From an optimization exercise on the open Yosys and OpenROAD flow, aimed at small area and a short achievable clock period; shortcuts taken in it are not production practice.
Where RTL was checked, it was by simulation tests only, not by an equivalence proof against the original.
Power is estimated from default activity; no workload was simulated.

Design dma_frame_writer, start of the top module:
module dma_frame_writer #(
    parameter dma_pkg::addr_t wr_base_addr = 32'h0200_0000
) (
    input  logic                             M_AXI_ACLK,
    input  logic                             M_AXI_ARESETN,
    output dma_pkg::addr_t                   m_axi_awaddr,
    output logic [7:0]                       m_axi_awlen,
    output logic [2:0]                       m_axi_awsize,
    output logic [1:0]                       m_axi_awburst,
    output logic                             m_axi_awvalid,
    input  logic                             m_axi_awready,
    output dma_pkg::beat_t                   m_axi_wdata,
    output logic [dma_pkg::beat_bytes-1:0]   m_axi_wstrb,
    output logic                             m_axi_wlast,
    output logic                             m_axi_wvalid,
    input  logic                             m_axi_wready,
    input  logic [1:0]                       m_axi_bresp,
    input  logic                             m_axi_bvalid,
    output logic                             m_axi_bready,
    input  logic                             pre_vs,
    input  logic                             pre_de,
    input  logic [dma_pkg::pixel_w-1:0]      pre_data,
    output logic                             wr_req,
    input  logic                             wr_enable,
    output logic                             wr_burst_now,
    output logic                             wr_burst_end
);
    localparam int pw    = dma_pkg::pixel_w;
    localparam int ring  = dma_pkg::fifo_depth - 1;
    localparam int rp_w  = $clog2(ring);
    assign m_axi_awlen   = 8'(dma_pkg::burst_len - 1);
    assign m_axi_awsize  = 3'($clog2(dma_pkg::beat_bytes));
    assign m_axi_awburst = 2'b01;
    assign m_axi_wstrb   = '1;
    always_ff @(posedge M_AXI_ACLK) begin
        if (!M_AXI_ARESETN) m_axi_bready <= 1'b0;
        else                m_axi_bready <= 1'b1;
    end
    logic       vs_d;
    logic       vs_rise, vs_fall;
    logic [1:0] slot;
    logic       base_load;
  ...
Size in the first run: ~2900 cells after synthesis, ~1700 flip-flops.
==> flow/config.mk <==
export PLATFORM = sky130hd
export DESIGN_NAME = dma_frame_writer
export DESIGN_NICKNAME = dma_frame_writer
export VERILOG_FILES = /design/flow/design.v
export SDC_FILE = /design/flow/constraint.sdc
export NUM_CORES = 4
export LEC_CHECK = 0
export CAP_MARGIN = 20
export CORE_MARGIN = 2
export CORE_UTILIZATION = 40
export SETUP_SLACK_MARGIN = 2.95
export SLEW_MARGIN = 20
export SYNTH_HIERARCHICAL = 1
export SYNTH_MINIMUM_KEEP_SIZE = 0
export CTS_ARGS = -sink_clustering_enable -repair_clock_nets -dont_use_dummy_load -sink_clustering_size 24 -sink_clustering_max_diameter 100
export BUFFER_PORTS_ARGS = -buffer_cell sky130_fd_sc_hd__buf_2
==> flow/constraint.sdc <==
create_clock -name core_clock -period 5.5 [get_ports {M_AXI_ACLK}]
set_input_delay 1.1000 -clock core_clock [delete_from_list [all_inputs] [get_ports {M_AXI_ACLK}]]
set_output_delay 1.1000 -clock core_clock [all_outputs]
set_load 0.01 [all_outputs]
standard.sh (not shown) runs the stock make flow with config.mk's settings and CLKGATE_MAP_FILE= SYNTH_SCRIPT=/design/flow/synth_recipe.tcl, a recipe that flattens the netlist after the stock synthesis.
==> flow/flow/run.sh <==
#!/bin/bash
# The standard layout (standard.sh) with two layout choices changed:
# clock tree sinks clustered more coarsely without dummy loads, and
# port buffers started from buf_2 (timing repair may still resize them).
set -euo pipefail
cat >> "$FLOW_CONFIG" <<'EOT'
export CTS_ARGS = -sink_clustering_enable -repair_clock_nets -dont_use_dummy_load -sink_clustering_size 24 -sink_clustering_max_diameter 100
export BUFFER_PORTS_ARGS = -buffer_cell sky130_fd_sc_hd__buf_2
EOT
bash standard.sh > standard.log 2>&1
Edit:
--- a/flow/design.v
+++ b/flow/design.v
@@ -111,54 +111,31 @@
         end
     end
     always_ff @(posedge M_AXI_ACLK) begin
         if (pre_de && !full) begin
             mem[0] <= pre_data;
             for (int i = 1; i < ring; i++) mem[i] <= mem[i-1];
         end
     end
-    logic            occ_clr, occ_up, occ_dn, occ_hold;
-    logic [ring:0]   occ_d;
-    assign occ_clr  = !M_AXI_ARESETN || vs_rise;
-    assign occ_up   = ring_push && !ring_pop;
-    assign occ_dn   = ring_pop && !ring_push;
-    assign occ_hold = !(occ_up || occ_dn);
-    occ_cell_set u_occ0 (
-        .clr  (occ_clr),
-        .up   (occ_up),
-        .dn   (occ_dn),
-        .hold (occ_hold),
-        .prev (1'b0),
-        .self (occ[0]),
-        .nxt  (occ[1]),
-        .d    (occ_d[0])
-    );
-    for (genvar i = 1; i <= ring; i++) begin : g_occ
-        occ_cell u_occ (
-            .clr  (occ_clr),
-            .up   (occ_up),
-            .dn   (occ_dn),
-            .hold (occ_hold),
-            .prev (occ[i-1]),
-            .self (occ[i]),
-            .nxt  ((i == ring) ? 1'b0 : occ[(i == ring) ? ring : i+1]),
-            .d    (occ_d[i])
-        );
-    end
-    always_ff @(posedge M_AXI_ACLK) occ <= occ_d;
     always_ff @(posedge M_AXI_ACLK) begin
         if (!M_AXI_ARESETN || vs_rise) begin
+            occ    <= (ring+1)'(1);
             hv     <= 1'b0;
             wr_req <= 1'b0;
             head_lo <= '0;
             head_hi <= '0;
         end else begin
-            if (occ_up)      wr_req <= wr_req || occ[14];
-            else if (occ_dn) wr_req <= wr_req && !occ[15];
+            if (ring_push && !ring_pop) begin
+                occ    <= {occ[ring-1:0], 1'b0};
+                wr_req <= wr_req || occ[14];
+            end else if (ring_pop && !ring_push) begin
+                occ    <= {1'b0, occ[ring:1]};
+                wr_req <= wr_req && !occ[15];
+            end
             if (to_head) begin
                 head_lo <= push_ok ? pre_data : '0;
                 head_hi <= '0;
                 hv      <= push_ok;
             end else if (pop_ok) begin
                 head_lo <= rd_lo;
                 head_hi <= rd_hi;
             end
@@ -202,20 +179,8 @@
     end
 endmodule
 module ring_aoi (
     input  logic s0, d0, s1, d1, s2, d2,
     output logic y_n
 );
     assign y_n = !((s0 && d0) || (s1 && d1) || (s2 && d2));
 endmodule
-module occ_cell (
-    input  logic clr, up, dn, hold, prev, self, nxt,
-    output logic d
-);
-    assign d = !clr && ((up && prev) || (dn && nxt) || (hold && self));
-endmodule
-module occ_cell_set (
-    input  logic clr, up, dn, hold, prev, self, nxt,
-    output logic d
-);
-    assign d = clr || (up && prev) || (dn && nxt) || (hold && self);
-endmodule
Sequential share of layout area drops by 1.1 points.
Design area climbs by about 1.4%.
Clock skew climbs by 8.7 ps.
Count of clock-buffer cells in the layout drops by 1.
Routed wire length drops by 0.44%.
Register-to-register slack is worse by 110 ps.
Worst setup slack is better by 53 ps.
Die area climbs by 1.1%.
Power barely changes.
Cell count climbs by about 3.4%.

* * *

dma_frame_writer, a different RTL version from the one above (not shown whole).
For scale: ~3000 cells after synthesis, ~1700 flip-flops, roughly 160 I/O pins, about 59000 sq um of cells after synthesis.
Settings: LEC_CHECK=0, CAP_MARGIN=20, CORE_MARGIN=2, CORE_UTILIZATION=40, SETUP_SLACK_MARGIN=3.0, SLEW_MARGIN=20, SYNTH_HIERARCHICAL=1, SYNTH_MINIMUM_KEEP_SIZE=0, CTS_ARGS=-sink_clustering_enable -repair_clock_nets -dont_use_dummy_load -sink_clustering_size 24 -sink_clustering_max_diameter 100, BUFFER_PORTS_ARGS=-buffer_cell sky130_fd_sc_hd__buf_2; clock period 5.5 ns.
Scripts as last shown in full above: flow/flow/run.sh
Change:
--- a/flow/design.v
+++ b/flow/design.v
@@ -103,40 +103,24 @@
     localparam int nlo = (ngrp + 1) / 2;
     logic [pw-1:0] rd_lo, rd_hi;
     always_comb begin
         rd_lo = '0;
         rd_hi = '0;
         for (int g = 0; g < ngrp; g++) begin
             if (g < nlo) rd_lo = rd_lo | ~grp_n[g];
             else         rd_hi = rd_hi | ~grp_n[g];
         end
     end
-    localparam int half = (ring + 1) / 2;
-    logic [1:0] shift_en [pw];
-    for (genvar b = 0; b < pw; b++) begin : g_en
-        for (genvar h = 0; h < 2; h++) begin : g_half
-            ring_en u_en (
-                .de   (pre_de),
-                .full (full),
-                .en   (shift_en[b][h])
-            );
-        end
-    end
-    always_ff @(posedge M_AXI_ACLK) begin
-        for (int b = 0; b < pw; b++) begin
-            if (shift_en[b][0]) begin
-                mem[0][b] <= pre_data[b];
-                for (int i = 1; i < half; i++) mem[i][b] <= mem[i-1][b];
-            end
-            if (shift_en[b][1]) begin
-                for (int i = half; i < ring; i++) mem[i][b] <= mem[i-1][b];
-            end
+    always_ff @(posedge M_AXI_ACLK) begin
+        if (pre_de && !full) begin
+            mem[0] <= pre_data;
+            for (int i = 1; i < ring; i++) mem[i] <= mem[i-1];
         end
     end
     logic            occ_clr, occ_up, occ_dn, occ_hold;
     logic [ring:0]   occ_d;
     assign occ_clr  = !M_AXI_ARESETN || vs_rise;
     assign occ_up   = ring_push && !ring_pop;
     assign occ_dn   = ring_pop && !ring_push;
     assign occ_hold = !(occ_up || occ_dn);
     occ_cell_set u_occ0 (
         .clr  (occ_clr),
@@ -228,16 +212,10 @@
     output logic d
 );
     assign d = !clr && ((up && prev) || (dn && nxt) || (hold && self));
 endmodule
 module occ_cell_set (
     input  logic clr, up, dn, hold, prev, self, nxt,
     output logic d
 );
     assign d = clr || (up && prev) || (dn && nxt) || (hold && self);
 endmodule
-module ring_en (
-    input  logic de, full,
-    output logic en
-);
-    assign en = de && !full;
-endmodule
The new run went through all stages and came out clean.
Power came out lower slightly.
Cell area drops by a few percent.
Utilization came out lower by 0.35 points.
Worst hold slack degrades by 0.0041 ns.
Via count fell by a few percent.
Clock skew came out lower by 0.022 ns.
Combinational power came out lower by roughly a tenth.
Wire length falls by about a fifth.
Count of clock-buffer cells in the layout came out lower by 1.
Synthesized cell count went down slightly.
Worst setup slack is better by 0.066 ns.
Global-route usage falls by 3.7 points.
Non-clock buffer count drops by 34.
For the first run of this note, only the layout was checked, not whether the RTL still works.

* * *

Another version of the RTL of dma_frame_writer (not shown whole).
Size: roughly 3,000 cells after synthesis, ~160 I/O pins.
==> module dma_frame_writer, before the edit <==
module dma_frame_writer #(
    parameter dma_pkg::addr_t wr_base_addr = 32'h0200_0000
) (
    input  logic                             M_AXI_ACLK,
    input  logic                             M_AXI_ARESETN,
    output dma_pkg::addr_t                   m_axi_awaddr,
    output logic [7:0]                       m_axi_awlen,
    output logic [2:0]                       m_axi_awsize,
    output logic [1:0]                       m_axi_awburst,
    output logic                             m_axi_awvalid,
    input  logic                             m_axi_awready,
    output dma_pkg::beat_t                   m_axi_wdata,
    output logic [dma_pkg::beat_bytes-1:0]   m_axi_wstrb,
    output logic                             m_axi_wlast,
    output logic                             m_axi_wvalid,
    input  logic                             m_axi_wready,
    input  logic [1:0]                       m_axi_bresp,
    input  logic                             m_axi_bvalid,
    output logic                             m_axi_bready,
    input  logic                             pre_vs,
    input  logic                             pre_de,
    input  logic [dma_pkg::pixel_w-1:0]      pre_data,
    output logic                             wr_req,
    input  logic                             wr_enable,
    output logic                             wr_burst_now,
    output logic                             wr_burst_end
);
    localparam int pw    = dma_pkg::pixel_w;
    localparam int ring  = dma_pkg::fifo_depth - 1;
    localparam int rp_w  = $clog2(ring);
    assign m_axi_awlen   = 8'(dma_pkg::burst_len - 1);
    assign m_axi_awsize  = 3'($clog2(dma_pkg::beat_bytes));
    assign m_axi_awburst = 2'b01;
    assign m_axi_wstrb   = '1;
    always_ff @(posedge M_AXI_ACLK) begin
        if (!M_AXI_ARESETN) m_axi_bready <= 1'b0;
        else                m_axi_bready <= 1'b1;
    end
    logic       vs_d;
    logic       vs_rise, vs_fall;
    logic [1:0] slot;
    logic       base_load;
    assign vs_rise = pre_vs && !vs_d;
    assign vs_fall = !pre_vs && vs_d;
    always_ff @(posedge M_AXI_ACLK) begin
        if (!M_AXI_ARESETN) begin
            vs_d      <= 1'b0;
            slot      <= 2'd0;
            base_load <= 1'b0;
        end else begin
            vs_d      <= pre_vs;
            base_load <= vs_fall;
            if (vs_fall) slot <= (slot == 2'd2) ? 2'd0 : slot + 2'd1;
        end
    end
    logic [6:0]      level;
    logic [pw-1:0]   head;
    logic [pw-1:0]   mem [ring];
    logic [rp_w-1:0] wp, rp;
    logic            full, empty, one;
    logic            push_ok, pop_ok, to_head;
    logic            w_hs;
    assign full    = level[6];
    assign empty   = (level == 7'd0);
    assign one     = (level == 7'd1);
    assign push_ok = pre_de && !full && !vs_rise;
    assign pop_ok  = w_hs && !empty && !vs_rise;
    assign to_head = pop_ok ? one : empty;
    assign m_axi_wdata = {{(dma_pkg::data_w - pw){1'b0}}, head};
    always_ff @(posedge M_AXI_ACLK) begin
        if (pre_de && !full) mem[wp] <= pre_data;
    end
    always_ff @(posedge M_AXI_ACLK) begin
        if (!M_AXI_ARESETN || vs_rise) begin
            level <= 7'd0;
            wp    <= '0;
            rp    <= '0;
            head  <= '0;
        end else begin
            if (push_ok && !pop_ok) level <= level + 7'd1;
            else if (pop_ok && !push_ok) level <= level - 7'd1;
            if (push_ok && !to_head)
                wp <= (wp == rp_w'(ring - 1)) ? '0 : wp + 1'b1;
            if (pop_ok && !one)
                rp <= (rp == rp_w'(ring - 1)) ? '0 : rp + 1'b1;
            if (to_head)
                head <= push_ok ? pre_data : '0;
            else if (pop_ok)
                head <= mem[rp];
        end
    end
    assign wr_req = (level >= 7'd16);
    logic        start, aw_hs;
    logic [24:0] aw_hi;
    assign start = wr_req && wr_enable && !wr_burst_now;
    assign aw_hs = m_axi_awvalid && m_axi_awready;
    assign m_axi_awaddr = {aw_hi, wr_base_addr[6:0]};
    always_ff @(posedge M_AXI_ACLK) begin
        if (!M_AXI_ARESETN) begin
            wr_burst_now  <= 1'b0;
            m_axi_awvalid <= 1'b0;
            aw_hi         <= wr_base_addr[31:7];
        end else begin
            if (wr_burst_end) wr_burst_now <= 1'b0;
            else if (start)   wr_burst_now <= 1'b1;
            if (aw_hs)        m_axi_awvalid <= 1'b0;
            else if (start)   m_axi_awvalid <= 1'b1;
            if (base_load)    aw_hi <= wr_base_addr[31:7] + {21'd0, slot, 2'b00};
            else if (aw_hs)   aw_hi <= aw_hi + 25'd1;
        end
    end
    logic [3:0] beat_cnt;
    assign w_hs         = m_axi_wvalid && m_axi_wready;
    assign wr_burst_end = m_axi_wlast && m_axi_wready;
    always_ff @(posedge M_AXI_ACLK) begin
        if (!M_AXI_ARESETN) begin
            m_axi_wvalid <= 1'b0;
            m_axi_wlast  <= 1'b0;
            beat_cnt     <= 4'd0;
        end else begin
            if (wr_burst_end) m_axi_wvalid <= 1'b0;
            else if (aw_hs)   m_axi_wvalid <= 1'b1;
            if (wr_burst_end) beat_cnt <= 4'd0;
            else if (w_hs)    beat_cnt <= beat_cnt + 4'd1;
            m_axi_wlast <= m_axi_wlast ? !m_axi_wready
                                       : (w_hs && beat_cnt == 4'd14);
        end
    end
endmodule
export LEC_CHECK = 0
export CAP_MARGIN = 20
export CORE_MARGIN = 2
export CORE_UTILIZATION = 40
export SLEW_MARGIN = 20
create_clock -name core_clock -period 5.5 [get_ports {M_AXI_ACLK}]
run.sh (not shown) runs the stock make flow with config.mk's settings and CLKGATE_MAP_FILE= SYNTH_SCRIPT=/design/flow/synth_recipe.tcl, a recipe that flattens the netlist after the stock synthesis.
Stock flow here: none of the scripts above is used.
Rerun with:
--- a/flow/design.v
+++ b/flow/design.v
@@ -84,11 +84,11 @@
     assign push_ok = pre_de && !full && !vs_rise;
     assign pop_ok  = w_hs && !empty && !vs_rise;
     assign to_head = pop_ok ? one : empty;
     assign m_axi_wdata = {{(dma_pkg::data_w - pw){1'b0}}, head};
     always_ff @(posedge M_AXI_ACLK) begin
-        if (pre_de && !full) mem[wp] <= pre_data;
+        if (push_ok && !to_head) mem[wp] <= pre_data;
     end
     always_ff @(posedge M_AXI_ACLK) begin
         if (!M_AXI_ARESETN || vs_rise) begin
             level <= 7'd0;
             wp    <= '0;
Effect: The changed run went through all stages and came out clean. Utilization hardly moves. Clock-buffer cell count is higher by 4. Cell area is about the same. Routed wire length stays flat. Worst setup slack gets worse by 0.22 ns. First-iteration DRC count falls by 6.7%. Non-clock buffer count came out higher by 23. Global-route usage stays flat.
No run of this note included a check of the RTL's function; only the layout flow was run.

[static timing again, ports no longer ideal]
How much do the figures lean on ideal ports? The routed layouts below were timed once more, with nothing changed but the port constraints. Step 1: set_driving_cell puts a clkbuf_16 on M_AXI_ACLK and a buf_2 on each other input, an assumption about the parent block. Step 2 times the ports against the registers' clock, not the clock port: input delays grow and output delays shrink by t, the midpoint of the rising clock arrivals with the driver on. Three values: ideal ports, drivers, drivers and shift; two values: the first two.
| run | t (ns) | slack for setup (ns) | worst setup path after step 2 | clock arrival spread, ns | pins driven straight from the clock port |
|---|---|---|---|---|---|
| the first run of note 1 | 0.726 | 2.890 / 2.858 / 2.189 | input to register | 0.065 / 0.065 | 1 |
| the second run of note 1 | 0.738 | 2.942 / 2.862 / 2.310 | input to register | 0.057 / 0.056 | 1 |
| the first run of note 2 | 0.768 | 2.869 / 2.792 / 2.263 | input to register | 0.089 / 0.089 | 1 |
| the second run of note 2 | 0.726 | 2.934 / 2.863 / 2.330 | input to register | 0.069 / 0.070 | 1 |
| the first run of note 3 | 0.859 | 1.903 / 1.948 / 1.089 | input to register | 0.030 / 0.031 | 1 |
| the second run of note 3 | 0.863 | 1.681 / 1.725 / 0.863 | input to register | 0.030 / 0.031 | 1 |
After both steps setup and hold are still met in every run listed. The setup slack of the second run of note 3, which loses most, moves by +0.044 ns with the drivers and by -0.818 ns with both steps.
